Background: an optimization exercise with open tools, aiming at small area and a short achievable clock period. Do not read the settings as production practice. Function was not checked in any run shown here: the RTL went through the layout flow alone. Power figures rest on the tool's default switching activity, not on a simulated workload.

$ cat flow/run.sh
#!/bin/bash
# Standard ORFS layout (the standard.sh) with these changes to how it is made:
#  - synthesis skips the generic "abc -fast" pass inside yosys synth (SYNTH_ARGS=-noabc), so the
#    full adders written in the RTL reach extract_fa as written; the registers (names, count
#    and cell types) are the same as the standard synthesis gives;
#  - port buffers are buf_2 cells instead of the resizer's default pick (a delay cell);
#  - repair_timing aims for more setup slack than the 10 ns clock needs, so the layout is
#    pushed towards the shortest period it can reach. Constraints and period are unchanged.
set -euo pipefail
bash standard.sh \
  SYNTH_ARGS=-noabc \
  'BUFFER_PORTS_ARGS=-buffer_cell sky130_fd_sc_hd__buf_2' \
  SETUP_SLACK_MARGIN=7 \
  finish > orfs_make.log 2>&1
$ cat standard.sh
#!/bin/bash
# synth_recipe.tcl (not shown) runs the flow's synth.tcl, then flattens the netlist and writes it again
# the make line also repeats each setting of config.mk as NAME=value (left out here)
make -C /OpenROAD-flow-scripts/flow DESIGN_CONFIG=/design/flow/config.mk WORK_HOME=/design/flow/orfs CLKGATE_MAP_FILE= SYNTH_SCRIPT=/design/flow/synth_recipe.tcl "${@:-finish}"
$ cat config.mk
export PLATFORM = sky130hd
export DESIGN_NAME = out_layer_top
export DESIGN_NICKNAME = out_layer_top
export VERILOG_FILES = /design/flow/design.v
export SDC_FILE = /design/flow/constraint.sdc
export NUM_CORES = 4
export LEC_CHECK = 0
export CAP_MARGIN = 20
export CORE_MARGIN = 2
export CORE_UTILIZATION = 75
export CTS_CLUSTER_DIAMETER = 80
export CTS_CLUSTER_SIZE = 30
export PLACE_DENSITY = 0.85
export SLEW_MARGIN = 20
export TNS_END_PERCENT = 0
$ cat constraint.sdc
create_clock -name core_clock -period 10.0 [get_ports {clk}]
set_input_delay 2.0000 -clock core_clock [delete_from_list [all_inputs] [get_ports {clk}]]
set_output_delay 2.0000 -clock core_clock [all_outputs]
set_load 0.01 [all_outputs]
$ cat design.v
package out_layer_pkg;
	localparam int FIX_WIDTH = 16;                         
	localparam int INT_BITS  = 5;                          
	localparam int FRAC_BITS = FIX_WIDTH - INT_BITS - 1;   
	localparam int DIFF_WIDTH = FIX_WIDTH + 1;   
	localparam int PROD_WIDTH = 2 * FIX_WIDTH;   
	typedef logic signed [FIX_WIDTH-1:0] fix_t;
	typedef logic signed [DIFF_WIDTH-1:0] diff_t;
	typedef logic signed [PROD_WIDTH-1:0] prod_t;
	localparam fix_t FIX_ONE = fix_t'(2 ** FRAC_BITS);
	localparam fix_t FIX_MAX = {1'b0, {(FIX_WIDTH-1){1'b1}}};   
	localparam fix_t FIX_MIN = {1'b1, {(FIX_WIDTH-1){1'b0}}};   
	localparam int NEURONS      = 16;  
	localparam int LANES        = 4;   
	localparam int LAYERS       = 3;   
	localparam int EXTRA_CLOCKS = 2;   
	localparam int CPC = NEURONS / LANES + EXTRA_CLOCKS;
	localparam int DEPTH = NEURONS / LANES;
	localparam int ANS_DELAY = CPC * (LAYERS - 1);
	localparam int COST_FN = 0;
	localparam int CYC_W  = (CPC > 1) ? $clog2(CPC) : 1;
	localparam int ADDR_W = (DEPTH > 1) ? $clog2(DEPTH) : 1;
	typedef logic [CYC_W-1:0]  cycle_idx_t;   
	typedef logic [ADDR_W-1:0] dmem_addr_t;   
	typedef fix_t [LANES-1:0] fix_lanes_t;
	typedef logic [LANES-1:0] ans_lanes_t;
	typedef struct packed {
		fix_lanes_t act;    
		fix_lanes_t adot;   
	} fwd_sample_t;
	typedef struct packed {
		logic       we;     
		logic       bank;   
		dmem_addr_t addr;
		fix_lanes_t data;
	} dmem_wr_t;
	typedef struct packed {
		logic       bank;
		dmem_addr_t addr;
	} dmem_rd_t;
	localparam int LANES_W = LANES * FIX_WIDTH;           
	localparam int FWD_W   = 2 * LANES_W;                 
	localparam int WR_W    = 2 + ADDR_W + LANES_W;        
	localparam int RD_W    = 1 + ADDR_W;                  
endpackage
`timescale 1ns/1ps
module ans_delay_line (
	input  logic                            clk,
	input  logic                            ok_i,    
	input  logic [out_layer_pkg::LANES-1:0] ans_i,
	output logic [out_layer_pkg::LANES-1:0] ans_o
);
	out_layer_pkg::ans_lanes_t stage_q [out_layer_pkg::ANS_DELAY];
	always_ff @(posedge clk) begin
		stage_q[0] <= ans_i;
		for (int i = 1; i < out_layer_pkg::ANS_DELAY - 1; i++) begin
			stage_q[i] <= stage_q[i-1];
		end
		stage_q[out_layer_pkg::ANS_DELAY-1] <= ok_i ? stage_q[out_layer_pkg::ANS_DELAY-2] : '0;
	end
	assign ans_o = stage_q[out_layer_pkg::ANS_DELAY-1];
endmodule
`timescale 1ns/1ps
module cost_unit (
	input  logic        clk,
	input  logic [15:0] act_i,    
	input  logic [15:0] adot_i,   
	input  logic        y_i,      
	output logic [15:0] del_o     
);
	logic [16:0] diff;
	logic [15:0] d_n;
	logic [16:0] a_ext;
	logic [7:0]  one_n, two_n, neg_n;
	assign diff = {act_i[15], act_i} - {6'd0, y_i, 10'd0};
	assign d_n  = (diff[16] != diff[15]) ? 16'h8000 : diff[15:0];
	assign a_ext = {adot_i, 1'b0};
	for (genvar i = 0; i < 8; i++) begin : g_enc
		logic b2, b1, b0;
		assign b2 = a_ext[2*i+2];
		assign b1 = a_ext[2*i+1];
		assign b0 = a_ext[2*i];
		assign one_n[i] = b1 ^ b0;
		assign two_n[i] = (b2 & ~b1 & ~b0) | (~b2 & b1 & b0);
		assign neg_n[i] = b2 & ~(b1 & b0);
	end
	logic [15:0] d_q;
	logic [7:0]  one_q, two_q, neg_q;
	always_ff @(posedge clk) begin
		d_q   <= d_n;
		one_q <= one_n;
		two_q <= two_n;
		neg_q <= neg_n;
	end
	logic fc10, fc100, fc102, fc104, fc106, fc108, fc110, fc112, fc114, fc116, fc118, fc120, fc122, fc124, fc126, fc128, fc130, fc132, fc134, fc136, fc14, fc142, fc144, fc148, fc150, fc152, fc154, fc156, fc158, fc16, fc160, fc162, fc164, fc166, fc168, fc170, fc172, fc174, fc176, fc178, fc18, fc180, fc182, fc186, fc188, fc190, fc192, fc194, fc196, fc198, fc2, fc20, fc200, fc202, fc204, fc206, fc208, fc210, fc212, fc214, fc216, fc218, fc220, fc24, fc28, fc30, fc34, fc38, fc40, fc44, fc46, fc50, fc52, fc56, fc58, fc6, fc62, fc64, fc70, fc72, fc74, fc78, fc8, fc80, fc82, fc84, fc86, fc90, fc92, fc94, fc96, fc98, fs1, fs101, fs103, fs105, fs107, fs109, fs111, fs113, fs115, fs117, fs119, fs121, fs123, fs125, fs127, fs129, fs13, fs131, fs133, fs135, fs141, fs143, fs147, fs149, fs15, fs151, fs153, fs155, fs157, fs159, fs161, fs163, fs165, fs167, fs169, fs17, fs171, fs173, fs175, fs177, fs179, fs181, fs185, fs187, fs189, fs19, fs191, fs193, fs195, fs197, fs199, fs201, fs203, fs205, fs207, fs209, fs211, fs213, fs215, fs217, fs219, fs23, fs27, fs29, fs33, fs37, fs39, fs43, fs45, fs49, fs5, fs51, fs55, fs57, fs61, fs63, fs69, fs7, fs71, fs73, fs77, fs79, fs81, fs83, fs85, fs89, fs9, fs91, fs93, fs95, fs97, fs99, hc12, hc140, hc146, hc184, hc22, hc26, hc32, hc36, hc4, hc42, hc48, hc54, hc60, hc66, hc76, hc88, hs11, hs139, hs145, hs183, hs21, hs25, hs3, hs31, hs35, hs41, hs47, hs53, hs59, hs65, hs75, hs87, oc138, oc68, os137, os67, pp0_0, pp0_1, pp0_10, pp0_11, pp0_12, pp0_13, pp0_14, pp0_15, pp0_16, pp0_2, pp0_3, pp0_4, pp0_5, pp0_6, pp0_7, pp0_8, pp0_9, pp1_0, pp1_1, pp1_10, pp1_11, pp1_12, pp1_13, pp1_14, pp1_15, pp1_16, pp1_2, pp1_3, pp1_4, pp1_5, pp1_6, pp1_7, pp1_8, pp1_9, pp2_0, pp2_1, pp2_10, pp2_11, pp2_12, pp2_13, pp2_14, pp2_15, pp2_16, pp2_2, pp2_3, pp2_4, pp2_5, pp2_6, pp2_7, pp2_8, pp2_9, pp3_0, pp3_1, pp3_10, pp3_11, pp3_12, pp3_13, pp3_14, pp3_15, pp3_16, pp3_2, pp3_3, pp3_4, pp3_5, pp3_6, pp3_7, pp3_8, pp3_9, pp4_0, pp4_1, pp4_10, pp4_11, pp4_12, pp4_13, pp4_14, pp4_15, pp4_16, pp4_2, pp4_3, pp4_4, pp4_5, pp4_6, pp4_7, pp4_8, pp4_9, pp5_0, pp5_1, pp5_10, pp5_11, pp5_12, pp5_13, pp5_14, pp5_15, pp5_16, pp5_2, pp5_3, pp5_4, pp5_5, pp5_6, pp5_7, pp5_8, pp5_9, pp6_0, pp6_1, pp6_10, pp6_11, pp6_12, pp6_13, pp6_14, pp6_15, pp6_16, pp6_2, pp6_3, pp6_4, pp6_5, pp6_6, pp6_7, pp6_8, pp6_9, pp7_0, pp7_1, pp7_10, pp7_11, pp7_12, pp7_13, pp7_14, pp7_15, pp7_16, pp7_2, pp7_3, pp7_4, pp7_5, pp7_6, pp7_7, pp7_8, pp7_9;
	assign pp0_0 = ((one_q[0] & d_q[0]) | (two_q[0] & 1'b0)) ^ neg_q[0];
	assign pp0_1 = ((one_q[0] & d_q[1]) | (two_q[0] & d_q[0])) ^ neg_q[0];
	assign pp0_2 = ((one_q[0] & d_q[2]) | (two_q[0] & d_q[1])) ^ neg_q[0];
	assign pp0_3 = ((one_q[0] & d_q[3]) | (two_q[0] & d_q[2])) ^ neg_q[0];
	assign pp0_4 = ((one_q[0] & d_q[4]) | (two_q[0] & d_q[3])) ^ neg_q[0];
	assign pp0_5 = ((one_q[0] & d_q[5]) | (two_q[0] & d_q[4])) ^ neg_q[0];
	assign pp0_6 = ((one_q[0] & d_q[6]) | (two_q[0] & d_q[5])) ^ neg_q[0];
	assign pp0_7 = ((one_q[0] & d_q[7]) | (two_q[0] & d_q[6])) ^ neg_q[0];
	assign pp0_8 = ((one_q[0] & d_q[8]) | (two_q[0] & d_q[7])) ^ neg_q[0];
	assign pp0_9 = ((one_q[0] & d_q[9]) | (two_q[0] & d_q[8])) ^ neg_q[0];
	assign pp0_10 = ((one_q[0] & d_q[10]) | (two_q[0] & d_q[9])) ^ neg_q[0];
	assign pp0_11 = ((one_q[0] & d_q[11]) | (two_q[0] & d_q[10])) ^ neg_q[0];
	assign pp0_12 = ((one_q[0] & d_q[12]) | (two_q[0] & d_q[11])) ^ neg_q[0];
	assign pp0_13 = ((one_q[0] & d_q[13]) | (two_q[0] & d_q[12])) ^ neg_q[0];
	assign pp0_14 = ((one_q[0] & d_q[14]) | (two_q[0] & d_q[13])) ^ neg_q[0];
	assign pp0_15 = ((one_q[0] & d_q[15]) | (two_q[0] & d_q[14])) ^ neg_q[0];
	assign pp0_16 = ((one_q[0] & d_q[15]) | (two_q[0] & d_q[15])) ^ neg_q[0];
	assign pp1_0 = ((one_q[1] & d_q[0]) | (two_q[1] & 1'b0)) ^ neg_q[1];
	assign pp1_1 = ((one_q[1] & d_q[1]) | (two_q[1] & d_q[0])) ^ neg_q[1];
	assign pp1_2 = ((one_q[1] & d_q[2]) | (two_q[1] & d_q[1])) ^ neg_q[1];
	assign pp1_3 = ((one_q[1] & d_q[3]) | (two_q[1] & d_q[2])) ^ neg_q[1];
	assign pp1_4 = ((one_q[1] & d_q[4]) | (two_q[1] & d_q[3])) ^ neg_q[1];
	assign pp1_5 = ((one_q[1] & d_q[5]) | (two_q[1] & d_q[4])) ^ neg_q[1];
	assign pp1_6 = ((one_q[1] & d_q[6]) | (two_q[1] & d_q[5])) ^ neg_q[1];
	assign pp1_7 = ((one_q[1] & d_q[7]) | (two_q[1] & d_q[6])) ^ neg_q[1];
	assign pp1_8 = ((one_q[1] & d_q[8]) | (two_q[1] & d_q[7])) ^ neg_q[1];
	assign pp1_9 = ((one_q[1] & d_q[9]) | (two_q[1] & d_q[8])) ^ neg_q[1];
	assign pp1_10 = ((one_q[1] & d_q[10]) | (two_q[1] & d_q[9])) ^ neg_q[1];
	assign pp1_11 = ((one_q[1] & d_q[11]) | (two_q[1] & d_q[10])) ^ neg_q[1];
	assign pp1_12 = ((one_q[1] & d_q[12]) | (two_q[1] & d_q[11])) ^ neg_q[1];
	assign pp1_13 = ((one_q[1] & d_q[13]) | (two_q[1] & d_q[12])) ^ neg_q[1];
	assign pp1_14 = ((one_q[1] & d_q[14]) | (two_q[1] & d_q[13])) ^ neg_q[1];
	assign pp1_15 = ((one_q[1] & d_q[15]) | (two_q[1] & d_q[14])) ^ neg_q[1];
	assign pp1_16 = ((one_q[1] & d_q[15]) | (two_q[1] & d_q[15])) ^ neg_q[1];
	assign pp2_0 = ((one_q[2] & d_q[0]) | (two_q[2] & 1'b0)) ^ neg_q[2];
	assign pp2_1 = ((one_q[2] & d_q[1]) | (two_q[2] & d_q[0])) ^ neg_q[2];
	assign pp2_2 = ((one_q[2] & d_q[2]) | (two_q[2] & d_q[1])) ^ neg_q[2];
	assign pp2_3 = ((one_q[2] & d_q[3]) | (two_q[2] & d_q[2])) ^ neg_q[2];
	assign pp2_4 = ((one_q[2] & d_q[4]) | (two_q[2] & d_q[3])) ^ neg_q[2];
	assign pp2_5 = ((one_q[2] & d_q[5]) | (two_q[2] & d_q[4])) ^ neg_q[2];
	assign pp2_6 = ((one_q[2] & d_q[6]) | (two_q[2] & d_q[5])) ^ neg_q[2];
	assign pp2_7 = ((one_q[2] & d_q[7]) | (two_q[2] & d_q[6])) ^ neg_q[2];
	assign pp2_8 = ((one_q[2] & d_q[8]) | (two_q[2] & d_q[7])) ^ neg_q[2];
	assign pp2_9 = ((one_q[2] & d_q[9]) | (two_q[2] & d_q[8])) ^ neg_q[2];
	assign pp2_10 = ((one_q[2] & d_q[10]) | (two_q[2] & d_q[9])) ^ neg_q[2];
	assign pp2_11 = ((one_q[2] & d_q[11]) | (two_q[2] & d_q[10])) ^ neg_q[2];
	assign pp2_12 = ((one_q[2] & d_q[12]) | (two_q[2] & d_q[11])) ^ neg_q[2];
	assign pp2_13 = ((one_q[2] & d_q[13]) | (two_q[2] & d_q[12])) ^ neg_q[2];
	assign pp2_14 = ((one_q[2] & d_q[14]) | (two_q[2] & d_q[13])) ^ neg_q[2];
	assign pp2_15 = ((one_q[2] & d_q[15]) | (two_q[2] & d_q[14])) ^ neg_q[2];
	assign pp2_16 = ((one_q[2] & d_q[15]) | (two_q[2] & d_q[15])) ^ neg_q[2];
	assign pp3_0 = ((one_q[3] & d_q[0]) | (two_q[3] & 1'b0)) ^ neg_q[3];
	assign pp3_1 = ((one_q[3] & d_q[1]) | (two_q[3] & d_q[0])) ^ neg_q[3];
	assign pp3_2 = ((one_q[3] & d_q[2]) | (two_q[3] & d_q[1])) ^ neg_q[3];
	assign pp3_3 = ((one_q[3] & d_q[3]) | (two_q[3] & d_q[2])) ^ neg_q[3];
	assign pp3_4 = ((one_q[3] & d_q[4]) | (two_q[3] & d_q[3])) ^ neg_q[3];
	assign pp3_5 = ((one_q[3] & d_q[5]) | (two_q[3] & d_q[4])) ^ neg_q[3];
	assign pp3_6 = ((one_q[3] & d_q[6]) | (two_q[3] & d_q[5])) ^ neg_q[3];
	assign pp3_7 = ((one_q[3] & d_q[7]) | (two_q[3] & d_q[6])) ^ neg_q[3];
	assign pp3_8 = ((one_q[3] & d_q[8]) | (two_q[3] & d_q[7])) ^ neg_q[3];
	assign pp3_9 = ((one_q[3] & d_q[9]) | (two_q[3] & d_q[8])) ^ neg_q[3];
	assign pp3_10 = ((one_q[3] & d_q[10]) | (two_q[3] & d_q[9])) ^ neg_q[3];
	assign pp3_11 = ((one_q[3] & d_q[11]) | (two_q[3] & d_q[10])) ^ neg_q[3];
	assign pp3_12 = ((one_q[3] & d_q[12]) | (two_q[3] & d_q[11])) ^ neg_q[3];
	assign pp3_13 = ((one_q[3] & d_q[13]) | (two_q[3] & d_q[12])) ^ neg_q[3];
	assign pp3_14 = ((one_q[3] & d_q[14]) | (two_q[3] & d_q[13])) ^ neg_q[3];
	assign pp3_15 = ((one_q[3] & d_q[15]) | (two_q[3] & d_q[14])) ^ neg_q[3];
	assign pp3_16 = ((one_q[3] & d_q[15]) | (two_q[3] & d_q[15])) ^ neg_q[3];
	assign pp4_0 = ((one_q[4] & d_q[0]) | (two_q[4] & 1'b0)) ^ neg_q[4];
	assign pp4_1 = ((one_q[4] & d_q[1]) | (two_q[4] & d_q[0])) ^ neg_q[4];
	assign pp4_2 = ((one_q[4] & d_q[2]) | (two_q[4] & d_q[1])) ^ neg_q[4];
	assign pp4_3 = ((one_q[4] & d_q[3]) | (two_q[4] & d_q[2])) ^ neg_q[4];
	assign pp4_4 = ((one_q[4] & d_q[4]) | (two_q[4] & d_q[3])) ^ neg_q[4];
	assign pp4_5 = ((one_q[4] & d_q[5]) | (two_q[4] & d_q[4])) ^ neg_q[4];
	assign pp4_6 = ((one_q[4] & d_q[6]) | (two_q[4] & d_q[5])) ^ neg_q[4];
	assign pp4_7 = ((one_q[4] & d_q[7]) | (two_q[4] & d_q[6])) ^ neg_q[4];
	assign pp4_8 = ((one_q[4] & d_q[8]) | (two_q[4] & d_q[7])) ^ neg_q[4];
	assign pp4_9 = ((one_q[4] & d_q[9]) | (two_q[4] & d_q[8])) ^ neg_q[4];
	assign pp4_10 = ((one_q[4] & d_q[10]) | (two_q[4] & d_q[9])) ^ neg_q[4];
	assign pp4_11 = ((one_q[4] & d_q[11]) | (two_q[4] & d_q[10])) ^ neg_q[4];
	assign pp4_12 = ((one_q[4] & d_q[12]) | (two_q[4] & d_q[11])) ^ neg_q[4];
	assign pp4_13 = ((one_q[4] & d_q[13]) | (two_q[4] & d_q[12])) ^ neg_q[4];
	assign pp4_14 = ((one_q[4] & d_q[14]) | (two_q[4] & d_q[13])) ^ neg_q[4];
	assign pp4_15 = ((one_q[4] & d_q[15]) | (two_q[4] & d_q[14])) ^ neg_q[4];
	assign pp4_16 = ((one_q[4] & d_q[15]) | (two_q[4] & d_q[15])) ^ neg_q[4];
	assign pp5_0 = ((one_q[5] & d_q[0]) | (two_q[5] & 1'b0)) ^ neg_q[5];
	assign pp5_1 = ((one_q[5] & d_q[1]) | (two_q[5] & d_q[0])) ^ neg_q[5];
	assign pp5_2 = ((one_q[5] & d_q[2]) | (two_q[5] & d_q[1])) ^ neg_q[5];
	assign pp5_3 = ((one_q[5] & d_q[3]) | (two_q[5] & d_q[2])) ^ neg_q[5];
	assign pp5_4 = ((one_q[5] & d_q[4]) | (two_q[5] & d_q[3])) ^ neg_q[5];
	assign pp5_5 = ((one_q[5] & d_q[5]) | (two_q[5] & d_q[4])) ^ neg_q[5];
	assign pp5_6 = ((one_q[5] & d_q[6]) | (two_q[5] & d_q[5])) ^ neg_q[5];
	assign pp5_7 = ((one_q[5] & d_q[7]) | (two_q[5] & d_q[6])) ^ neg_q[5];
	assign pp5_8 = ((one_q[5] & d_q[8]) | (two_q[5] & d_q[7])) ^ neg_q[5];
	assign pp5_9 = ((one_q[5] & d_q[9]) | (two_q[5] & d_q[8])) ^ neg_q[5];
	assign pp5_10 = ((one_q[5] & d_q[10]) | (two_q[5] & d_q[9])) ^ neg_q[5];
	assign pp5_11 = ((one_q[5] & d_q[11]) | (two_q[5] & d_q[10])) ^ neg_q[5];
	assign pp5_12 = ((one_q[5] & d_q[12]) | (two_q[5] & d_q[11])) ^ neg_q[5];
	assign pp5_13 = ((one_q[5] & d_q[13]) | (two_q[5] & d_q[12])) ^ neg_q[5];
	assign pp5_14 = ((one_q[5] & d_q[14]) | (two_q[5] & d_q[13])) ^ neg_q[5];
	assign pp5_15 = ((one_q[5] & d_q[15]) | (two_q[5] & d_q[14])) ^ neg_q[5];
	assign pp5_16 = ((one_q[5] & d_q[15]) | (two_q[5] & d_q[15])) ^ neg_q[5];
	assign pp6_0 = ((one_q[6] & d_q[0]) | (two_q[6] & 1'b0)) ^ neg_q[6];
	assign pp6_1 = ((one_q[6] & d_q[1]) | (two_q[6] & d_q[0])) ^ neg_q[6];
	assign pp6_2 = ((one_q[6] & d_q[2]) | (two_q[6] & d_q[1])) ^ neg_q[6];
	assign pp6_3 = ((one_q[6] & d_q[3]) | (two_q[6] & d_q[2])) ^ neg_q[6];
	assign pp6_4 = ((one_q[6] & d_q[4]) | (two_q[6] & d_q[3])) ^ neg_q[6];
	assign pp6_5 = ((one_q[6] & d_q[5]) | (two_q[6] & d_q[4])) ^ neg_q[6];
	assign pp6_6 = ((one_q[6] & d_q[6]) | (two_q[6] & d_q[5])) ^ neg_q[6];
	assign pp6_7 = ((one_q[6] & d_q[7]) | (two_q[6] & d_q[6])) ^ neg_q[6];
	assign pp6_8 = ((one_q[6] & d_q[8]) | (two_q[6] & d_q[7])) ^ neg_q[6];
	assign pp6_9 = ((one_q[6] & d_q[9]) | (two_q[6] & d_q[8])) ^ neg_q[6];
	assign pp6_10 = ((one_q[6] & d_q[10]) | (two_q[6] & d_q[9])) ^ neg_q[6];
	assign pp6_11 = ((one_q[6] & d_q[11]) | (two_q[6] & d_q[10])) ^ neg_q[6];
	assign pp6_12 = ((one_q[6] & d_q[12]) | (two_q[6] & d_q[11])) ^ neg_q[6];
	assign pp6_13 = ((one_q[6] & d_q[13]) | (two_q[6] & d_q[12])) ^ neg_q[6];
	assign pp6_14 = ((one_q[6] & d_q[14]) | (two_q[6] & d_q[13])) ^ neg_q[6];
	assign pp6_15 = ((one_q[6] & d_q[15]) | (two_q[6] & d_q[14])) ^ neg_q[6];
	assign pp6_16 = ((one_q[6] & d_q[15]) | (two_q[6] & d_q[15])) ^ neg_q[6];
	assign pp7_0 = ((one_q[7] & d_q[0]) | (two_q[7] & 1'b0)) ^ neg_q[7];
	assign pp7_1 = ((one_q[7] & d_q[1]) | (two_q[7] & d_q[0])) ^ neg_q[7];
	assign pp7_2 = ((one_q[7] & d_q[2]) | (two_q[7] & d_q[1])) ^ neg_q[7];
	assign pp7_3 = ((one_q[7] & d_q[3]) | (two_q[7] & d_q[2])) ^ neg_q[7];
	assign pp7_4 = ((one_q[7] & d_q[4]) | (two_q[7] & d_q[3])) ^ neg_q[7];
	assign pp7_5 = ((one_q[7] & d_q[5]) | (two_q[7] & d_q[4])) ^ neg_q[7];
	assign pp7_6 = ((one_q[7] & d_q[6]) | (two_q[7] & d_q[5])) ^ neg_q[7];
	assign pp7_7 = ((one_q[7] & d_q[7]) | (two_q[7] & d_q[6])) ^ neg_q[7];
	assign pp7_8 = ((one_q[7] & d_q[8]) | (two_q[7] & d_q[7])) ^ neg_q[7];
	assign pp7_9 = ((one_q[7] & d_q[9]) | (two_q[7] & d_q[8])) ^ neg_q[7];
	assign pp7_10 = ((one_q[7] & d_q[10]) | (two_q[7] & d_q[9])) ^ neg_q[7];
	assign pp7_11 = ((one_q[7] & d_q[11]) | (two_q[7] & d_q[10])) ^ neg_q[7];
	assign pp7_12 = ((one_q[7] & d_q[12]) | (two_q[7] & d_q[11])) ^ neg_q[7];
	assign pp7_13 = ((one_q[7] & d_q[13]) | (two_q[7] & d_q[12])) ^ neg_q[7];
	assign pp7_14 = ((one_q[7] & d_q[14]) | (two_q[7] & d_q[13])) ^ neg_q[7];
	assign pp7_15 = ((one_q[7] & d_q[15]) | (two_q[7] & d_q[14])) ^ neg_q[7];
	assign pp7_16 = ((one_q[7] & d_q[15]) | (two_q[7] & d_q[15])) ^ neg_q[7];
	assign fs1 = pp0_2 ^ pp1_0 ^ neg_q[1];
	assign fc2 = (pp0_2 & pp1_0) | (pp0_2 & neg_q[1]) | (pp1_0 & neg_q[1]);
	assign hs3 = pp0_3 ^ pp1_1;
	assign hc4 = pp0_3 & pp1_1;
	assign fs5 = pp0_4 ^ pp1_2 ^ pp2_0;
	assign fc6 = (pp0_4 & pp1_2) | (pp0_4 & pp2_0) | (pp1_2 & pp2_0);
	assign fs7 = pp0_5 ^ pp1_3 ^ pp2_1;
	assign fc8 = (pp0_5 & pp1_3) | (pp0_5 & pp2_1) | (pp1_3 & pp2_1);
	assign fs9 = pp0_6 ^ pp1_4 ^ pp2_2;
	assign fc10 = (pp0_6 & pp1_4) | (pp0_6 & pp2_2) | (pp1_4 & pp2_2);
	assign hs11 = pp3_0 ^ neg_q[3];
	assign hc12 = pp3_0 & neg_q[3];
	assign fs13 = pp0_7 ^ pp1_5 ^ pp2_3;
	assign fc14 = (pp0_7 & pp1_5) | (pp0_7 & pp2_3) | (pp1_5 & pp2_3);
	assign fs15 = pp0_8 ^ pp1_6 ^ pp2_4;
	assign fc16 = (pp0_8 & pp1_6) | (pp0_8 & pp2_4) | (pp1_6 & pp2_4);
	assign fs17 = pp3_2 ^ pp4_0 ^ neg_q[4];
	assign fc18 = (pp3_2 & pp4_0) | (pp3_2 & neg_q[4]) | (pp4_0 & neg_q[4]);
	assign fs19 = pp0_9 ^ pp1_7 ^ pp2_5;
	assign fc20 = (pp0_9 & pp1_7) | (pp0_9 & pp2_5) | (pp1_7 & pp2_5);
	assign hs21 = pp3_3 ^ pp4_1;
	assign hc22 = pp3_3 & pp4_1;
	assign fs23 = pp0_10 ^ pp1_8 ^ pp2_6;
	assign fc24 = (pp0_10 & pp1_8) | (pp0_10 & pp2_6) | (pp1_8 & pp2_6);
	assign hs25 = pp3_4 ^ pp4_2;
	assign hc26 = pp3_4 & pp4_2;
	assign fs27 = pp0_11 ^ pp1_9 ^ pp2_7;
	assign fc28 = (pp0_11 & pp1_9) | (pp0_11 & pp2_7) | (pp1_9 & pp2_7);
	assign fs29 = pp0_12 ^ pp1_10 ^ pp2_8;
	assign fc30 = (pp0_12 & pp1_10) | (pp0_12 & pp2_8) | (pp1_10 & pp2_8);
	assign hs31 = pp3_6 ^ pp4_4;
	assign hc32 = pp3_6 & pp4_4;
	assign fs33 = pp0_13 ^ pp1_11 ^ pp2_9;
	assign fc34 = (pp0_13 & pp1_11) | (pp0_13 & pp2_9) | (pp1_11 & pp2_9);
	assign hs35 = pp3_7 ^ pp4_5;
	assign hc36 = pp3_7 & pp4_5;
	assign fs37 = pp0_14 ^ pp1_12 ^ pp2_10;
	assign fc38 = (pp0_14 & pp1_12) | (pp0_14 & pp2_10) | (pp1_12 & pp2_10);
	assign fs39 = pp3_8 ^ pp4_6 ^ pp5_4;
	assign fc40 = (pp3_8 & pp4_6) | (pp3_8 & pp5_4) | (pp4_6 & pp5_4);
	assign hs41 = pp6_2 ^ pp7_0;
	assign hc42 = pp6_2 & pp7_0;
	assign fs43 = pp0_15 ^ pp1_13 ^ pp2_11;
	assign fc44 = (pp0_15 & pp1_13) | (pp0_15 & pp2_11) | (pp1_13 & pp2_11);
	assign fs45 = pp3_9 ^ pp4_7 ^ pp5_5;
	assign fc46 = (pp3_9 & pp4_7) | (pp3_9 & pp5_5) | (pp4_7 & pp5_5);
	assign hs47 = pp6_3 ^ pp7_1;
	assign hc48 = pp6_3 & pp7_1;
	assign fs49 = pp0_16 ^ pp1_14 ^ pp2_12;
	assign fc50 = (pp0_16 & pp1_14) | (pp0_16 & pp2_12) | (pp1_14 & pp2_12);
	assign fs51 = pp3_10 ^ pp4_8 ^ pp5_6;
	assign fc52 = (pp3_10 & pp4_8) | (pp3_10 & pp5_6) | (pp4_8 & pp5_6);
	assign hs53 = pp6_4 ^ pp7_2;
	assign hc54 = pp6_4 & pp7_2;
	assign fs55 = pp0_16 ^ pp1_15 ^ pp2_13;
	assign fc56 = (pp0_16 & pp1_15) | (pp0_16 & pp2_13) | (pp1_15 & pp2_13);
	assign fs57 = pp3_11 ^ pp4_9 ^ pp5_7;
	assign fc58 = (pp3_11 & pp4_9) | (pp3_11 & pp5_7) | (pp4_9 & pp5_7);
	assign hs59 = pp6_5 ^ pp7_3;
	assign hc60 = pp6_5 & pp7_3;
	assign fs61 = ~pp0_16 ^ ~pp1_16 ^ pp2_14;
	assign fc62 = (~pp0_16 & ~pp1_16) | (~pp0_16 & pp2_14) | (~pp1_16 & pp2_14);
	assign fs63 = pp3_12 ^ pp4_10 ^ pp5_8;
	assign fc64 = (pp3_12 & pp4_10) | (pp3_12 & pp5_8) | (pp4_10 & pp5_8);
	assign hs65 = pp6_6 ^ pp7_4;
	assign hc66 = pp6_6 & pp7_4;
	assign os67 = ~(pp2_15 ^ pp3_13);
	assign oc68 = pp2_15 | pp3_13;
	assign fs69 = pp4_11 ^ pp5_9 ^ pp6_7;
	assign fc70 = (pp4_11 & pp5_9) | (pp4_11 & pp6_7) | (pp5_9 & pp6_7);
	assign fs71 = ~pp2_16 ^ pp3_14 ^ pp4_12;
	assign fc72 = (~pp2_16 & pp3_14) | (~pp2_16 & pp4_12) | (pp3_14 & pp4_12);
	assign fs73 = fs5 ^ neg_q[2] ^ hc4;
	assign fc74 = (fs5 & neg_q[2]) | (fs5 & hc4) | (neg_q[2] & hc4);
	assign hs75 = fs7 ^ fc6;
	assign hc76 = fs7 & fc6;
	assign fs77 = fs9 ^ hs11 ^ fc8;
	assign fc78 = (fs9 & hs11) | (fs9 & fc8) | (hs11 & fc8);
	assign fs79 = fs13 ^ pp3_1 ^ fc10;
	assign fc80 = (fs13 & pp3_1) | (fs13 & fc10) | (pp3_1 & fc10);
	assign fs81 = fs15 ^ fs17 ^ fc14;
	assign fc82 = (fs15 & fs17) | (fs15 & fc14) | (fs17 & fc14);
	assign fs83 = fs19 ^ hs21 ^ fc16;
	assign fc84 = (fs19 & hs21) | (fs19 & fc16) | (hs21 & fc16);
	assign fs85 = fs23 ^ hs25 ^ pp5_0;
	assign fc86 = (fs23 & hs25) | (fs23 & pp5_0) | (hs25 & pp5_0);
	assign hs87 = neg_q[5] ^ fc20;
	assign hc88 = neg_q[5] & fc20;
	assign fs89 = fs27 ^ pp3_5 ^ pp4_3;
	assign fc90 = (fs27 & pp3_5) | (fs27 & pp4_3) | (pp3_5 & pp4_3);
	assign fs91 = pp5_1 ^ fc24 ^ hc26;
	assign fc92 = (pp5_1 & fc24) | (pp5_1 & hc26) | (fc24 & hc26);
	assign fs93 = fs29 ^ hs31 ^ pp5_2;
	assign fc94 = (fs29 & hs31) | (fs29 & pp5_2) | (hs31 & pp5_2);
	assign fs95 = pp6_0 ^ neg_q[6] ^ fc28;
	assign fc96 = (pp6_0 & neg_q[6]) | (pp6_0 & fc28) | (neg_q[6] & fc28);
	assign fs97 = fs33 ^ hs35 ^ pp5_3;
	assign fc98 = (fs33 & hs35) | (fs33 & pp5_3) | (hs35 & pp5_3);
	assign fs99 = pp6_1 ^ fc30 ^ hc32;
	assign fc100 = (pp6_1 & fc30) | (pp6_1 & hc32) | (fc30 & hc32);
	assign fs101 = fs37 ^ fs39 ^ hs41;
	assign fc102 = (fs37 & fs39) | (fs37 & hs41) | (fs39 & hs41);
	assign fs103 = neg_q[7] ^ fc34 ^ hc36;
	assign fc104 = (neg_q[7] & fc34) | (neg_q[7] & hc36) | (fc34 & hc36);
	assign fs105 = fs43 ^ fs45 ^ hs47;
	assign fc106 = (fs43 & fs45) | (fs43 & hs47) | (fs45 & hs47);
	assign fs107 = fc38 ^ fc40 ^ hc42;
	assign fc108 = (fc38 & fc40) | (fc38 & hc42) | (fc40 & hc42);
	assign fs109 = fs49 ^ fs51 ^ hs53;
	assign fc110 = (fs49 & fs51) | (fs49 & hs53) | (fs51 & hs53);
	assign fs111 = fc44 ^ fc46 ^ hc48;
	assign fc112 = (fc44 & fc46) | (fc44 & hc48) | (fc46 & hc48);
	assign fs113 = fs55 ^ fs57 ^ hs59;
	assign fc114 = (fs55 & fs57) | (fs55 & hs59) | (fs57 & hs59);
	assign fs115 = fc50 ^ fc52 ^ hc54;
	assign fc116 = (fc50 & fc52) | (fc50 & hc54) | (fc52 & hc54);
	assign fs117 = fs61 ^ fs63 ^ hs65;
	assign fc118 = (fs61 & fs63) | (fs61 & hs65) | (fs63 & hs65);
	assign fs119 = fc56 ^ fc58 ^ hc60;
	assign fc120 = (fc56 & fc58) | (fc56 & hc60) | (fc58 & hc60);
	assign fs121 = os67 ^ fs69 ^ pp7_5;
	assign fc122 = (os67 & fs69) | (os67 & pp7_5) | (fs69 & pp7_5);
	assign fs123 = fc62 ^ fc64 ^ hc66;
	assign fc124 = (fc62 & fc64) | (fc62 & hc66) | (fc64 & hc66);
	assign fs125 = fs71 ^ pp5_10 ^ pp6_8;
	assign fc126 = (fs71 & pp5_10) | (fs71 & pp6_8) | (pp5_10 & pp6_8);
	assign fs127 = pp7_6 ^ oc68 ^ fc70;
	assign fc128 = (pp7_6 & oc68) | (pp7_6 & fc70) | (oc68 & fc70);
	assign fs129 = ~pp3_15 ^ pp4_13 ^ pp5_11;
	assign fc130 = (~pp3_15 & pp4_13) | (~pp3_15 & pp5_11) | (pp4_13 & pp5_11);
	assign fs131 = pp6_9 ^ pp7_7 ^ fc72;
	assign fc132 = (pp6_9 & pp7_7) | (pp6_9 & fc72) | (pp7_7 & fc72);
	assign fs133 = ~pp3_16 ^ pp4_14 ^ pp5_12;
	assign fc134 = (~pp3_16 & pp4_14) | (~pp3_16 & pp5_12) | (pp4_14 & pp5_12);
	assign fs135 = pp6_10 ^ pp7_8 ^ pp3_15;
	assign fc136 = (pp6_10 & pp7_8) | (pp6_10 & pp3_15) | (pp7_8 & pp3_15);
	assign os137 = ~(pp4_15 ^ pp5_13);
	assign oc138 = pp4_15 | pp5_13;
	assign hs139 = pp6_11 ^ pp7_9;
	assign hc140 = pp6_11 & pp7_9;
	assign fs141 = ~pp4_16 ^ pp5_14 ^ pp6_12;
	assign fc142 = (~pp4_16 & pp5_14) | (~pp4_16 & pp6_12) | (pp5_14 & pp6_12);
	assign fs143 = fs79 ^ hc12 ^ fc78;
	assign fc144 = (fs79 & hc12) | (fs79 & fc78) | (hc12 & fc78);
	assign hs145 = fs81 ^ fc80;
	assign hc146 = fs81 & fc80;
	assign fs147 = fs83 ^ fc18 ^ fc82;
	assign fc148 = (fs83 & fc18) | (fs83 & fc82) | (fc18 & fc82);
	assign fs149 = fs85 ^ hs87 ^ hc22;
	assign fc150 = (fs85 & hs87) | (fs85 & hc22) | (hs87 & hc22);
	assign fs151 = fs89 ^ fs91 ^ fc86;
	assign fc152 = (fs89 & fs91) | (fs89 & fc86) | (fs91 & fc86);
	assign fs153 = fs93 ^ fs95 ^ fc90;
	assign fc154 = (fs93 & fs95) | (fs93 & fc90) | (fs95 & fc90);
	assign fs155 = fs97 ^ fs99 ^ fc94;
	assign fc156 = (fs97 & fs99) | (fs97 & fc94) | (fs99 & fc94);
	assign fs157 = fs101 ^ fs103 ^ fc98;
	assign fc158 = (fs101 & fs103) | (fs101 & fc98) | (fs103 & fc98);
	assign fs159 = fs105 ^ fs107 ^ fc102;
	assign fc160 = (fs105 & fs107) | (fs105 & fc102) | (fs107 & fc102);
	assign fs161 = fs109 ^ fs111 ^ fc106;
	assign fc162 = (fs109 & fs111) | (fs109 & fc106) | (fs111 & fc106);
	assign fs163 = fs113 ^ fs115 ^ fc110;
	assign fc164 = (fs113 & fs115) | (fs113 & fc110) | (fs115 & fc110);
	assign fs165 = fs117 ^ fs119 ^ fc114;
	assign fc166 = (fs117 & fs119) | (fs117 & fc114) | (fs119 & fc114);
	assign fs167 = fs121 ^ fs123 ^ fc118;
	assign fc168 = (fs121 & fs123) | (fs121 & fc118) | (fs123 & fc118);
	assign fs169 = fs125 ^ fs127 ^ fc122;
	assign fc170 = (fs125 & fs127) | (fs125 & fc122) | (fs127 & fc122);
	assign fs171 = fs129 ^ fs131 ^ fc126;
	assign fc172 = (fs129 & fs131) | (fs129 & fc126) | (fs131 & fc126);
	assign fs173 = fs133 ^ fs135 ^ fc130;
	assign fc174 = (fs133 & fs135) | (fs133 & fc130) | (fs135 & fc130);
	assign fs175 = os137 ^ hs139 ^ fc134;
	assign fc176 = (os137 & hs139) | (os137 & fc134) | (hs139 & fc134);
	assign fs177 = fs141 ^ pp7_10 ^ oc138;
	assign fc178 = (fs141 & pp7_10) | (fs141 & oc138) | (pp7_10 & oc138);
	assign fs179 = ~pp5_15 ^ pp6_13 ^ pp7_11;
	assign fc180 = (~pp5_15 & pp6_13) | (~pp5_15 & pp7_11) | (pp6_13 & pp7_11);
	assign fs181 = ~pp5_16 ^ pp6_14 ^ pp7_12;
	assign fc182 = (~pp5_16 & pp6_14) | (~pp5_16 & pp7_12) | (pp6_14 & pp7_12);
	assign hs183 = fs149 ^ fc84;
	assign hc184 = fs149 & fc84;
	assign fs185 = fs151 ^ hc88 ^ fc150;
	assign fc186 = (fs151 & hc88) | (fs151 & fc150) | (hc88 & fc150);
	assign fs187 = fs153 ^ fc92 ^ fc152;
	assign fc188 = (fs153 & fc92) | (fs153 & fc152) | (fc92 & fc152);
	assign fs189 = fs155 ^ fc96 ^ fc154;
	assign fc190 = (fs155 & fc96) | (fs155 & fc154) | (fc96 & fc154);
	assign fs191 = fs157 ^ fc100 ^ fc156;
	assign fc192 = (fs157 & fc100) | (fs157 & fc156) | (fc100 & fc156);
	assign fs193 = fs159 ^ fc104 ^ fc158;
	assign fc194 = (fs159 & fc104) | (fs159 & fc158) | (fc104 & fc158);
	assign fs195 = fs161 ^ fc108 ^ fc160;
	assign fc196 = (fs161 & fc108) | (fs161 & fc160) | (fc108 & fc160);
	assign fs197 = fs163 ^ fc112 ^ fc162;
	assign fc198 = (fs163 & fc112) | (fs163 & fc162) | (fc112 & fc162);
	assign fs199 = fs165 ^ fc116 ^ fc164;
	assign fc200 = (fs165 & fc116) | (fs165 & fc164) | (fc116 & fc164);
	assign fs201 = fs167 ^ fc120 ^ fc166;
	assign fc202 = (fs167 & fc120) | (fs167 & fc166) | (fc120 & fc166);
	assign fs203 = fs169 ^ fc124 ^ fc168;
	assign fc204 = (fs169 & fc124) | (fs169 & fc168) | (fc124 & fc168);
	assign fs205 = fs171 ^ fc128 ^ fc170;
	assign fc206 = (fs171 & fc128) | (fs171 & fc170) | (fc128 & fc170);
	assign fs207 = fs173 ^ fc132 ^ fc172;
	assign fc208 = (fs173 & fc132) | (fs173 & fc172) | (fc132 & fc172);
	assign fs209 = fs175 ^ fc136 ^ fc174;
	assign fc210 = (fs175 & fc136) | (fs175 & fc174) | (fc136 & fc174);
	assign fs211 = fs177 ^ hc140 ^ fc176;
	assign fc212 = (fs177 & hc140) | (fs177 & fc176) | (hc140 & fc176);
	assign fs213 = fs179 ^ fc142 ^ fc178;
	assign fc214 = (fs179 & fc142) | (fs179 & fc178) | (fc142 & fc178);
	assign fs215 = fs181 ^ pp5_15 ^ fc180;
	assign fc216 = (fs181 & pp5_15) | (fs181 & fc180) | (pp5_15 & fc180);
	assign fs217 = ~pp6_15 ^ pp7_13 ^ fc182;
	assign fc218 = (~pp6_15 & pp7_13) | (~pp6_15 & fc182) | (pp7_13 & fc182);
	assign fs219 = ~pp6_16 ^ pp7_14 ^ pp6_15;
	assign fc220 = (~pp6_16 & pp7_14) | (~pp6_16 & pp6_15) | (pp7_14 & pp6_15);
	logic [31:0] row_a, row_b;
	assign row_a = {1'b1, ~pp7_16, ~pp7_15, fs219, fs217, fs215, fs213, fs211, fs209, fs207, fs205, fs203, fs201, fs199, fs197, fs195, fs193, fs191, fs189, fs187, fs185, hs183, fs147, hs145, fs143, fs77, hs75, fs73, hs3, fs1, pp0_1, pp0_0};
	assign row_b = {1'b0, pp7_15, fc220, fc218, fc216, fc214, fc212, fc210, fc208, fc206, fc204, fc202, fc200, fc198, fc196, fc194, fc192, fc190, fc188, fc186, hc184, fc148, hc146, fc144, 1'b0, hc76, fc74, 1'b0, fc2, 1'b0, 1'b0, neg_q[0]};
	logic [10:0] lo_sum;
	assign lo_sum = {1'b0, row_a[9:0]} + {1'b0, row_b[9:0]};
	logic [21:0] hi_a_q, hi_b_q;
	logic        cin_q;
	always_ff @(posedge clk) begin
		hi_a_q <= row_a[31:10];
		hi_b_q <= row_b[31:10];
		cin_q  <= lo_sum[10];
	end
	logic [21:0] g, p;
	assign g = hi_a_q & hi_b_q;
	assign p = hi_a_q ^ hi_b_q;
	logic [15:0] c;
	logic sg0_1, sp0_1;
	assign sg0_1 = g[1] | (p[1] & g[0]);
	assign sp0_1 = p[1] & p[0];
	logic sg0_3, sp0_3;
	assign sg0_3 = g[3] | (p[3] & g[2]);
	assign sp0_3 = p[3] & p[2];
	logic sg0_5, sp0_5;
	assign sg0_5 = g[5] | (p[5] & g[4]);
	assign sp0_5 = p[5] & p[4];
	logic sg0_7, sp0_7;
	assign sg0_7 = g[7] | (p[7] & g[6]);
	assign sp0_7 = p[7] & p[6];
	logic sg0_9, sp0_9;
	assign sg0_9 = g[9] | (p[9] & g[8]);
	assign sp0_9 = p[9] & p[8];
	logic sg0_11, sp0_11;
	assign sg0_11 = g[11] | (p[11] & g[10]);
	assign sp0_11 = p[11] & p[10];
	logic sg0_13, sp0_13;
	assign sg0_13 = g[13] | (p[13] & g[12]);
	assign sp0_13 = p[13] & p[12];
	logic sg1_2, sp1_2;
	assign sg1_2 = g[2] | (p[2] & sg0_1);
	assign sp1_2 = p[2] & sp0_1;
	logic sg1_3, sp1_3;
	assign sg1_3 = sg0_3 | (sp0_3 & sg0_1);
	assign sp1_3 = sp0_3 & sp0_1;
	logic sg1_6, sp1_6;
	assign sg1_6 = g[6] | (p[6] & sg0_5);
	assign sp1_6 = p[6] & sp0_5;
	logic sg1_7, sp1_7;
	assign sg1_7 = sg0_7 | (sp0_7 & sg0_5);
	assign sp1_7 = sp0_7 & sp0_5;
	logic sg1_10, sp1_10;
	assign sg1_10 = g[10] | (p[10] & sg0_9);
	assign sp1_10 = p[10] & sp0_9;
	logic sg1_11, sp1_11;
	assign sg1_11 = sg0_11 | (sp0_11 & sg0_9);
	assign sp1_11 = sp0_11 & sp0_9;
	logic sg1_14, sp1_14;
	assign sg1_14 = g[14] | (p[14] & sg0_13);
	assign sp1_14 = p[14] & sp0_13;
	logic sg2_4, sp2_4;
	assign sg2_4 = g[4] | (p[4] & sg1_3);
	assign sp2_4 = p[4] & sp1_3;
	logic sg2_5, sp2_5;
	assign sg2_5 = sg0_5 | (sp0_5 & sg1_3);
	assign sp2_5 = sp0_5 & sp1_3;
	logic sg2_6, sp2_6;
	assign sg2_6 = sg1_6 | (sp1_6 & sg1_3);
	assign sp2_6 = sp1_6 & sp1_3;
	logic sg2_7, sp2_7;
	assign sg2_7 = sg1_7 | (sp1_7 & sg1_3);
	assign sp2_7 = sp1_7 & sp1_3;
	logic sg2_12, sp2_12;
	assign sg2_12 = g[12] | (p[12] & sg1_11);
	assign sp2_12 = p[12] & sp1_11;
	logic sg2_13, sp2_13;
	assign sg2_13 = sg0_13 | (sp0_13 & sg1_11);
	assign sp2_13 = sp0_13 & sp1_11;
	logic sg2_14, sp2_14;
	assign sg2_14 = sg1_14 | (sp1_14 & sg1_11);
	assign sp2_14 = sp1_14 & sp1_11;
	logic sg3_8, sp3_8;
	assign sg3_8 = g[8] | (p[8] & sg2_7);
	assign sp3_8 = p[8] & sp2_7;
	logic sg3_9, sp3_9;
	assign sg3_9 = sg0_9 | (sp0_9 & sg2_7);
	assign sp3_9 = sp0_9 & sp2_7;
	logic sg3_10, sp3_10;
	assign sg3_10 = sg1_10 | (sp1_10 & sg2_7);
	assign sp3_10 = sp1_10 & sp2_7;
	logic sg3_11, sp3_11;
	assign sg3_11 = sg1_11 | (sp1_11 & sg2_7);
	assign sp3_11 = sp1_11 & sp2_7;
	logic sg3_12, sp3_12;
	assign sg3_12 = sg2_12 | (sp2_12 & sg2_7);
	assign sp3_12 = sp2_12 & sp2_7;
	logic sg3_13, sp3_13;
	assign sg3_13 = sg2_13 | (sp2_13 & sg2_7);
	assign sp3_13 = sp2_13 & sp2_7;
	logic sg3_14, sp3_14;
	assign sg3_14 = sg2_14 | (sp2_14 & sg2_7);
	assign sp3_14 = sp2_14 & sp2_7;
	assign c[0] = cin_q;
	assign c[1] = g[0] | (p[0] & cin_q);
	assign c[2] = sg0_1 | (sp0_1 & cin_q);
	assign c[3] = sg1_2 | (sp1_2 & cin_q);
	assign c[4] = sg1_3 | (sp1_3 & cin_q);
	assign c[5] = sg2_4 | (sp2_4 & cin_q);
	assign c[6] = sg2_5 | (sp2_5 & cin_q);
	assign c[7] = sg2_6 | (sp2_6 & cin_q);
	assign c[8] = sg2_7 | (sp2_7 & cin_q);
	assign c[9] = sg3_8 | (sp3_8 & cin_q);
	assign c[10] = sg3_9 | (sp3_9 & cin_q);
	assign c[11] = sg3_10 | (sp3_10 & cin_q);
	assign c[12] = sg3_11 | (sp3_11 & cin_q);
	assign c[13] = sg3_12 | (sp3_12 & cin_q);
	assign c[14] = sg3_13 | (sp3_13 & cin_q);
	assign c[15] = sg3_14 | (sp3_14 & cin_q);
	logic [6:0] t0, t1;
	logic       e0, e1, ovf, sgn;
	assign t0  = hi_a_q[21:15] + hi_b_q[21:15];
	assign t1  = t0 + 7'd1;
	assign e0  = (&t0) | ~(|t0);
	assign e1  = (&t1) | ~(|t1);
	assign ovf = c[15] ? ~e1 : ~e0;
	assign sgn = c[15] ? t1[6] : t0[6];
	logic [15:0] q;
	assign q = p[15:0] ^ c[15:0];
	always_ff @(posedge clk) begin
		del_o <= ovf ? {sgn, {15{~sgn}}} : q;
	end
endmodule
`timescale 1ns/1ps
module delta_bank_ctrl (
	input  logic                      clk,
	input  logic                      rst_n_i,
	input  out_layer_pkg::cycle_idx_t cycle_index_i,
	output logic                      blk_ok_o,   
	output logic                      ans_ok_o    
);
	logic blk1_q;   
	logic blk2_q;   
	logic last;     
	assign last = (cycle_index_i == out_layer_pkg::cycle_idx_t'(out_layer_pkg::CPC - 1));
	always_ff @(posedge clk) begin
		if (!rst_n_i) begin
			blk1_q <= 1'b0;
			blk2_q <= 1'b0;
		end else begin
			blk1_q <= blk1_q | last;
			blk2_q <= blk2_q | (blk1_q & last);
		end
	end
	assign blk_ok_o = blk1_q;
	assign ans_ok_o = rst_n_i & (blk2_q | (blk1_q & last));
endmodule
`timescale 1ns/1ps
module delta_mem_bank (
	input  logic                              clk,
	input  logic                              ok_i,    
	input  logic [out_layer_pkg::LANES_W-1:0] del_i,   
	output logic [out_layer_pkg::LANES_W-1:0] del_o    
);
	out_layer_pkg::fix_lanes_t stage_q [3];
	out_layer_pkg::fix_lanes_t out_q;
	always_ff @(posedge clk) begin
		stage_q[0] <= del_i;
		stage_q[1] <= stage_q[0];
		stage_q[2] <= stage_q[1];
		out_q      <= ok_i ? stage_q[2] : '0;
	end
	assign del_o = out_q;
endmodule
`timescale 1ns/1ps
module out_layer_top (
	input  logic                                  clk,
	input  logic                                  rst_n_i,
	input  logic [out_layer_pkg::CYC_W-1:0]       cycle_index_i,   
	input  logic                                  cycle_clk_i,     
	input  logic [2*out_layer_pkg::LANES*out_layer_pkg::FIX_WIDTH-1:0] fwd_i,  
	input  logic [out_layer_pkg::LANES-1:0]       ans_i,           
	output logic [out_layer_pkg::LANES*out_layer_pkg::FIX_WIDTH-1:0] del_o,  
	output logic [out_layer_pkg::LANES-1:0]       ans_o            
);
	localparam int FW = out_layer_pkg::FIX_WIDTH;
	localparam int LW = out_layer_pkg::LANES_W;
	logic                              blk_ok;     
	logic                              ans_ok;     
	logic [out_layer_pkg::LANES-1:0]   ans_dly;    
	logic [LW-1:0]                     del_calc;   
	delta_bank_ctrl i_delta_bank_ctrl (
		.clk           (clk),
		.rst_n_i       (rst_n_i),
		.cycle_index_i (cycle_index_i),
		.blk_ok_o      (blk_ok),
		.ans_ok_o      (ans_ok)
	);
	ans_delay_line i_ans_delay_line (
		.clk     (clk),
		.ok_i    (ans_ok),
		.ans_i   (ans_i),
		.ans_o   (ans_dly)
	);
	assign ans_o = ans_dly;
	for (genvar l = 0; l < out_layer_pkg::LANES; l++) begin : g_lane
		cost_unit i_cost_unit (
			.clk    (clk),
			.act_i  (fwd_i[LW + l*FW +: FW]),
			.adot_i (fwd_i[l*FW +: FW]),
			.y_i    (ans_dly[l]),
			.del_o  (del_calc[l*FW +: FW])
		);
	end
	delta_mem_bank i_delta_mem_bank (
		.clk     (clk),
		.ok_i    (blk_ok),
		.del_i   (del_calc),
		.del_o   (del_o)
	);
endmodule
==> metrics.cfg, run 1 <==
[outcome]
outcome=no timing/DRC/antenna violations

[placement]
dp_hpwl_um=59930
port_buffers=204
place.gp.congestion=0.9010
placed_cell_area_um2=41110
placed_cells=4261
dp_slack_ns=6.312

[timing]
max_freq_mhz=307.1
fin_hold_ws_ns=0.3193
relSlewSlack_pct=36.12
final.period_utilization_pct=32.57
rsz0062_at_grt=true
max_slew.worst_pin.slew_ns=0.9582
hold_viol=0
finalSetupTns_ns=0
slew_viol_final=0
final-setup-viol-count=0
fin_worst_skew_ns=0.03311
period_needed_ns=3.257
setup_ws_ns=6.743

[cells_and_area]
post-route-util_pct=80.77
finalNonFillerCells=4316
most-common-layout-cells=dfxtp_1 (545), a22oi_1 (482), xnor2_1 (474)
num-fill-cells=3172
area_growth_pct=6.073
drive_gt1_share_pct=13.35
multiInputGateArea_um2=24670
num-nets-final=4373
seq_area_um2=14280
layout_commonest_cell=dfxtp_1
final_area_um2=42610

[cts]
h-tree-depth=2
cts.sinks=702
clockBufferDepth=3
path_clk_slew_ns=0.10
insertion_delay_ns=0.59
numCtsBuffers=34
tritoncts=yes
root_buffer=clkbuf_16

[min_path]
hp-class=reg -> reg

[critical_path]
path_common_cell=or4_4
worstPathArrival_ns=3.75
critPathCaptureType=flip-flop
start_kind=flip-flop
critPathSlowestCell=or4_4
required_ns=10.49
cpLargestDelayFamily=simple AND/OR/NAND/NOR gates
path_buf_inv=0
path_cells=ha_2, fa_2, a211oi_4, nor3b_2, or4_4, or4_4, nand4_1, o31ai_2, a211o_4, a21o_1
rrSetupSlack_ns=6.74
critPathMaxFanout=16
critPathMaxStageDelay_ns=0.52
critical_path_class=reg -> reg

[die]
rows=84
boundaryPins=206
initial_utilization_pct=76.14
fp.dieW_um=235.4
dieArea_um2=55430
die_h_um=235.4
core_region_area_um2=52760

[logic_synthesis]
yosysWarnings=6
yosys_most_used_dff=dfxtp_1
yosysSeqAreaShare_pct=34.98
syn_nets=4435
ys_seq_elements=702
syn_area_per_cell_um2=10.94
syn_inst=3673
syn_area_um2=40170
synth-edff-count=0
yosysUniqueCellTypes=69
async_flop_share_pct=0

[grt]
grtUsageTotal_pct=30.38
grt_pass1_vias=28260
grt_first_pass_wirelength_um=138700
antenna_found_initial=4
grt_max_degree=67
overflow=0

[flow_run]
drv_cap=0

[pwr]
p_leak_nw=17.93
p_total_mw=12.86
vdd_drop_max_uv=208.9
p_per_area_nw_per_um2=301.9

[route]
antenna_left=0
routedWlPerCell_um=19.50
dr_total_vias=26950
drtIter0Drc=2206
routed_wl_um=84170
post-route-drc-count=0
viasPerCell=6.245
firstDrtPassIters=7

[per-layer routing]
metal | GRT usage [%] | routed length, um | vias to the layer above | part of all wire [%]
li1 | - | - | 12250 | -
met1 | 36.48 | 32460 | 13200 | 39
met2 | 54.55 | 42730 | 1250 | 51
met3 | 4.866 | 6226 | 246 | 7.4
met4 | 12.22 | 2738 | 4 | 3.3
met5 | 0 | 22 | - | 0.026
[worst paths after layout]
path,start,to,cells after the start
worst max-delay path,g_lane[3].i_cost_unit.hi_a_q[15],g_lane[3].i_cost_unit.del_o[4],10
worst max register to register,g_lane[3].i_cost_unit.hi_a_q[15],g_lane[3].i_cost_unit.del_o[4],10
worst min register to register,i_ans_delay_line.stage_q[6][3],i_ans_delay_line.stage_q[7][3],0
worst min-delay path,i_ans_delay_line.stage_q[6][3],i_ans_delay_line.stage_q[7][3],0
[kinds of logic after synthesis]
family                   after synthesis  synth area share (%)
AO/OA/AOI/OAI                        804                 14.42
XOR/XNOR                             600                 13.12
adder cells (fa/ha/maj)              624                 26.46
buffers and inverters                462                 4.395
flip-flops                           702                 34.98
multiplexers                           4               0.09967
AND/OR/NAND/NOR                      477                 6.528
[layout make-up]
class	instances	share of cell area (%)
multi-input cells	2510	57.88
flip-flops and latches	702	33.52
repair buffers	210	2.531
clock buffers	36	2.088
well taps	688	2.020
inverters	153	1.348
clock inverters	15	0.6019
diodes	2	0.01174
[cells in the mapped netlist, types with 3 or more instances]
cell | n | area (um^2)
nand4_1 | 9 | 56.30
a221o_1 | 3 | 30.03
a22oi_1 | 482 | 3618
o31ai_1 | 6 | 45.04
o21a_1 | 12 | 90.09
a41o_1 | 5 | 50.05
a31o_2 | 9 | 78.83
o22ai_1 | 3 | 18.77
a21o_1 | 86 | 645.6
nor3b_1 | 15 | 112.6
dfxtp_1 | 702 | 14050
nor2_1 | 79 | 296.5
a21oi_1 | 53 | 265.3
or4_1 | 3 | 22.52
fa_1 | 376 | 7527
nand3_1 | 10 | 50.05
and3_1 | 11 | 68.82
nor2b_1 | 43 | 269.0
nor3_1 | 16 | 80.08
mux2i_1 | 4 | 40.04
a221oi_1 | 6 | 52.55
ha_1 | 248 | 3103
clkbuf_1 | 284 | 1066
xnor2_1 | 479 | 4195
nor4_1 | 5 | 31.28
o221ai_1 | 5 | 43.79
buf_1 | 18 | 67.56
o21ai_0 | 79 | 395.4
xor2_1 | 120 | 1051
inv_1 | 153 | 574.3
a211oi_1 | 10 | 75.07
or2_2 | 3 | 18.77
and2_1 | 120 | 750.7
nand2b_1 | 44 | 275.3
nand2_1 | 85 | 319.1
buf_4 | 4 | 30.03
o211ai_1 | 6 | 45.04
a211o_1 | 3 | 26.28
a31oi_1 | 5 | 31.28
nand3b_1 | 22 | 165.2
o21bai_1 | 9 | 67.56
[report_power, final]
group	leakage, nW	switching [mW]	internal [mW]
registers	5.91	0.517	3.86
logic	11.5	3.65	3.16
clock network	0.559	0.929	0.741
total	17.9	5.10	7.76
[worst reg2reg max path: stages, from the launching register on]
cell	delay (ns)
dfxtp_1	0.32
ha_2	0.19
fa_2	0.38
a211oi_4	0.25
nor3b_2	0.12
or4_4	0.53
or4_4	0.52
nand4_1	0.12
o31ai_2	0.07
a211o_4	0.44
a21o_1	0.22
[what timing repair did]
action                                  CTS  global route
endpoints found under the setup margin  240           232
pin swaps                                 5             1
hold buffers                              0             0
resized for setup                       160            24
gates cloned                              1             0
buffers inserted                          1             0
[registers in the layout (all words and copies together), names as in the netlist]
register                   count
i_delta_bank_ctrl.blk2_q       1
g_lane.i_cost_unit.hi_b_q     84
g_lane.i_cost_unit.hi_a_q     84
g_lane.i_cost_unit.one_q      32
g_lane.i_cost_unit.two_q      32
g_lane.i_cost_unit.cin_q       4
i_delta_mem_bank.stage_q     192
g_lane.i_cost_unit.d_q        64
i_ans_delay_line.stage_q      48
i_delta_bank_ctrl.blk1_q       1
g_lane.i_cost_unit.del_o      64
g_lane.i_cost_unit.neg_q      32
i_delta_mem_bank.out_q        64
==> run 2, diff against run 1 <==
--- a/design.v
+++ b/design.v
@@ -454,14 +454,25 @@
 	assign row_b = {1'b0, pp7_15, fc220, fc218, fc216, fc214, fc212, fc210, fc208, fc206, fc204, fc202, fc200, fc198, fc196, fc194, fc192, fc190, fc188, fc186, hc184, fc148, hc146, fc144, 1'b0, hc76, fc74, 1'b0, fc2, 1'b0, 1'b0, neg_q[0]};
 	logic [10:0] lo_sum;
 	assign lo_sum = {1'b0, row_a[9:0]} + {1'b0, row_b[9:0]};
-	logic [21:0] hi_a_q, hi_b_q;
+	logic [14:0] hi_a_q, hi_b_q;
 	logic        cin_q;
 	always_ff @(posedge clk) begin
-		hi_a_q <= row_a[31:10];
-		hi_b_q <= row_b[31:10];
+		hi_a_q <= row_a[24:10];
+		hi_b_q <= row_b[24:10];
 		cin_q  <= lo_sum[10];
 	end
-	logic [21:0] g, p;
+	logic [6:0] t0, t1;
+	assign t0 = row_a[31:25] + row_b[31:25];
+	assign t1 = t0 + 7'd1;
+	logic x25_q, e0_q, e1_q, s0_q, s1_q;
+	always_ff @(posedge clk) begin
+		x25_q <= row_a[25] ^ row_b[25];
+		e0_q  <= (&t0) | ~(|t0);
+		e1_q  <= (&t1) | ~(|t1);
+		s0_q  <= t0[6];
+		s1_q  <= t1[6];
+	end
+	logic [14:0] g, p;
 	assign g = hi_a_q & hi_b_q;
 	assign p = hi_a_q ^ hi_b_q;
 	logic [15:0] c;
@@ -565,16 +576,11 @@
 	assign c[13] = sg3_12 | (sp3_12 & cin_q);
 	assign c[14] = sg3_13 | (sp3_13 & cin_q);
 	assign c[15] = sg3_14 | (sp3_14 & cin_q);
-	logic [6:0] t0, t1;
-	logic       e0, e1, ovf, sgn;
-	assign t0  = hi_a_q[21:15] + hi_b_q[21:15];
-	assign t1  = t0 + 7'd1;
-	assign e0  = (&t0) | ~(|t0);
-	assign e1  = (&t1) | ~(|t1);
-	assign ovf = c[15] ? ~e1 : ~e0;
-	assign sgn = c[15] ? t1[6] : t0[6];
+	logic ovf, sgn;
+	assign ovf = c[15] ? ~e1_q : ~e0_q;
+	assign sgn = c[15] ? s1_q : s0_q;
 	logic [15:0] q;
-	assign q = p[15:0] ^ c[15:0];
+	assign q = {x25_q ^ c[15], p[14:0] ^ c[14:0]};
 	always_ff @(posedge clk) begin
 		del_o <= ovf ? {sgn, {15{~sgn}}} : q;
 	end
==> metrics.cfg, run 2 <==
[grt]
grtUsageMet1_pct=40.57
met3_usage_pct=3.915
grt_util_met2_pct=56.28
busiest_layer=met2
grt_first_pass_wirelength_um=142900
overflow=0
antenna_found_initial=0
grt_pass1_vias=28610
grtUsageTotal_pct=32.12
grt_max_degree=67

[cts]
path_clk_slew_ns=0.10
ctsHoldBuffers=0
clockBufferDepth=3
h-tree-depth=1
insertion_delay_ns=0.63
numCtsBuffers=30
tritoncts=yes
cts.sinks=674
root_buffer=clkbuf_16

[placement]
placed_cell_area_um2=40610
place.gp.congestion=0.9603
dp_hpwl_um=61460
port_buffers=204
dp_slack_ns=5.008
placed_cells=4276

[logic_synthesis]
yosys.area_share.simple_pct=6.206
synth.area.top_cells=dfxtp_1 (34%), fa_1 (19%), xnor2_1 (11%)
syn_area_um2=39740
syn_nets=4457
yosysSeqAreaShare_pct=33.96
synth-compound-area-share_pct=14.35
async_flop_share_pct=0
syn_inst=3695
ys_seq_elements=674
yosysUniqueCellTypes=67
synthXorXnorAreaFrac_pct=13.60
yosysWarnings=6
synth_mux_area_share_pct=0.4912
synth-edff-count=0
synthAdderAreaFrac_pct=26.75
synth_top_area_share_pct=33.96
yosysMostFrequentCell=dfxtp_1
yosys_most_used_dff=dfxtp_1
synth_top_family_by_area=adder cells
syn_area_per_cell_um2=10.75
synth_area_leader_cell=dfxtp_1
synthTopCellsByCount=dfxtp_1 (674), xnor2_1 (497), a22oi_1 (480)

[cells_and_area]
most-common-layout-cells=dfxtp_1 (593), xnor2_1 (491), a22oi_1 (472)
drive_gt1_share_pct=13.18
layout_commonest_cell=dfxtp_1
final_area_um2=42510
finalNonFillerCells=4408
max_flop_register=i_delta_mem_bank.stage_q
largest_reg_flops=192
area_growth_pct=6.984
num-nets-final=4466

[critical_path]
start_kind=flip-flop
reg2regPathDepth=16
critPathMaxFanout=4
critical_path_class=reg -> reg
required_ns=10.55
worstPathArrival_ns=4.86
rrSetupSlack_ns=5.69
rr_startpoint=g_lane[3].i_cost_unit.one_q[6]
reg2reg_to=g_lane[3].i_cost_unit.e1_q
critPathCaptureType=flip-flop

[route]
drtIter0Drc=3033
firstDrtPassIters=8
antenna_left=0
routed_wl_um=88570
viasPerCell=6.301
dr_total_vias=27770
routedWlPerCell_um=20.09
post-route-drc-count=0

[timing]
finalSetupTns_ns=0
slew_viol_final=0
period_needed_ns=4.311
max_freq_mhz=231.9
fin_worst_skew_ns=0.01902
final.period_utilization_pct=43.11
relSlewSlack_pct=27.70
rsz0062_at_grt=true
final-setup-viol-count=0
max_slew.worst_pin.slew_ns=1.083
hold_viol=0
setup_ws_ns=5.689

[min_path]
hp-class=reg -> reg
hold_end=i_delta_mem_bank.stage_q[1][47]
hold_depth=0
min_from=i_delta_mem_bank.stage_q[0][47]

[die]
core_region_area_um2=52450
boundaryPins=206
fp.dieW_um=234.2
dieArea_um2=54840
rows=84
initial_utilization_pct=75.77
die_h_um=234.2

[pwr]
p_per_area_nw_per_um2=310.5
p_total_mw=13.20
p_leak_nw=17.70
vdd_drop_max_uv=223.4

[outcome]
outcome=no timing/DRC/antenna violations

[flow_run]
drv_cap=0

[run 2: changes by cell type in the layout (fill, tap and decap cells not counted), moves of 12 or more]
cell	previous run	this run
mux2i_1	4	16
a21oi_1	53	112
buf_4	5	88
dfxtp_1	545	593
dfxtp_2	144	28
xnor2_1	474	491
a211oi_1	8	26
a21o_1	86	28
dfxtp_4	13	53
inv_1	149	164
[run 2: repair_timing]
action / in CTS / in global routing
pin swaps: 34 / 17
hold endpoints to repair: 0 / 0
buffers inserted: 82 / 2
setup endpoints to repair: 223 / 270
gates resized for setup: 149 / 6
[run 2: worst max-delay path, cell delays in order, from the launching register on]
cell	delay [ns]
dfxtp_4	0.36
a22oi_2	0.20
xor2_1	0.20
fa_1	0.44
inv_1	0.09
fa_2	0.44
fa_2	0.37
ha_4	0.18
fa_2	0.37
a21o_1	0.18
a21oi_2	0.19
xnor2_2	0.13
nor2_2	0.14
nand4_1	0.13
xor2_1	0.18
or4_1	0.49
mux2i_1	0.15
[run 2: per-layer routing]
| layer | routed length [um] | part of all wire [%] |
|---|---|---|
| met1 | 34350 | 39 |
| met4 | 3591 | 4.1 |
| met5 | 0 | 0 |
| met2 | 44080 | 50 |
| met3 | 6552 | 7.4 |
[run 2: how the worst max path moves through the flow]
| stage | endpoint | startpoint | depth (start not counted) |
|---|---|---|---|
| finish | g_lane[3].i_cost_unit.e1_q | g_lane[3].i_cost_unit.one_q[6] | 16 |
| floorplan | g_lane[2].i_cost_unit.e1_q | g_lane[2].i_cost_unit.d_q[11] | 18 |
| CTS | g_lane[1].i_cost_unit.e1_q | g_lane[1].i_cost_unit.d_q[14] | 16 |
| detailed placement | g_lane[0].i_cost_unit.e1_q | g_lane[0].i_cost_unit.neg_q[6] | 15 |
| global placement | g_lane[1].i_cost_unit.e1_q | g_lane[1].i_cost_unit.neg_q[6] | 15 |
| global route | g_lane[3].i_cost_unit.e1_q | g_lane[3].i_cost_unit.d_q[14] | 16 |
[run 2: through the flow]
stage | hold WS [ns] | utilization (%)
final | 0.3209 | 81.06
after global routing | 0.3310 | 81.05
after CTS | 0.3220 | 80.98
after detailed placement | 0.3121 | 77.44
after global placement | 0.3098 | 77.44
after floorplan | 0.3096 | -
[run 2: cell type report]
type / count / area, um^2
fillers: 3080 / 9935
clock inverters: 14 / 157.7
flip-flops and latches: 674 / 13730
clock buffers: 33 / 793.3
repair buffers: 295 / 1728
diodes: 1 / 2.502
multi-input cells: 2537 / 24620
inverters: 166 / 623.1
well taps: 688 / 860.8
[run 2: cells by family (layout without fill, tap and decap cells)]
logic type | count (synthesis) | in the layout
AO/OA/AOI/OAI | 822 | 822
adder cells (fa/ha/maj) | 624 | 624
AND/OR/NAND/NOR | 455 | 455
flip-flops | 674 | 674
buffers and inverters | 484 | 508
multiplexers | 19 | 19
XOR/XNOR | 617 | 617
other | 0 | 1
[run 2: power by group]
part,switching (mW),internal (mW)
registers,0.463,3.72
clock network,0.852,0.600
logic,4.16,3.41

Setup slack of run 2, layout unchanged: 5.689 ns with ideal ports, 5.689 ns with driving cells assumed (clock clkbuf_16, inputs buf_2), 5.689 ns with port delays also shifted by the 0.679 ns mid clock arrival.
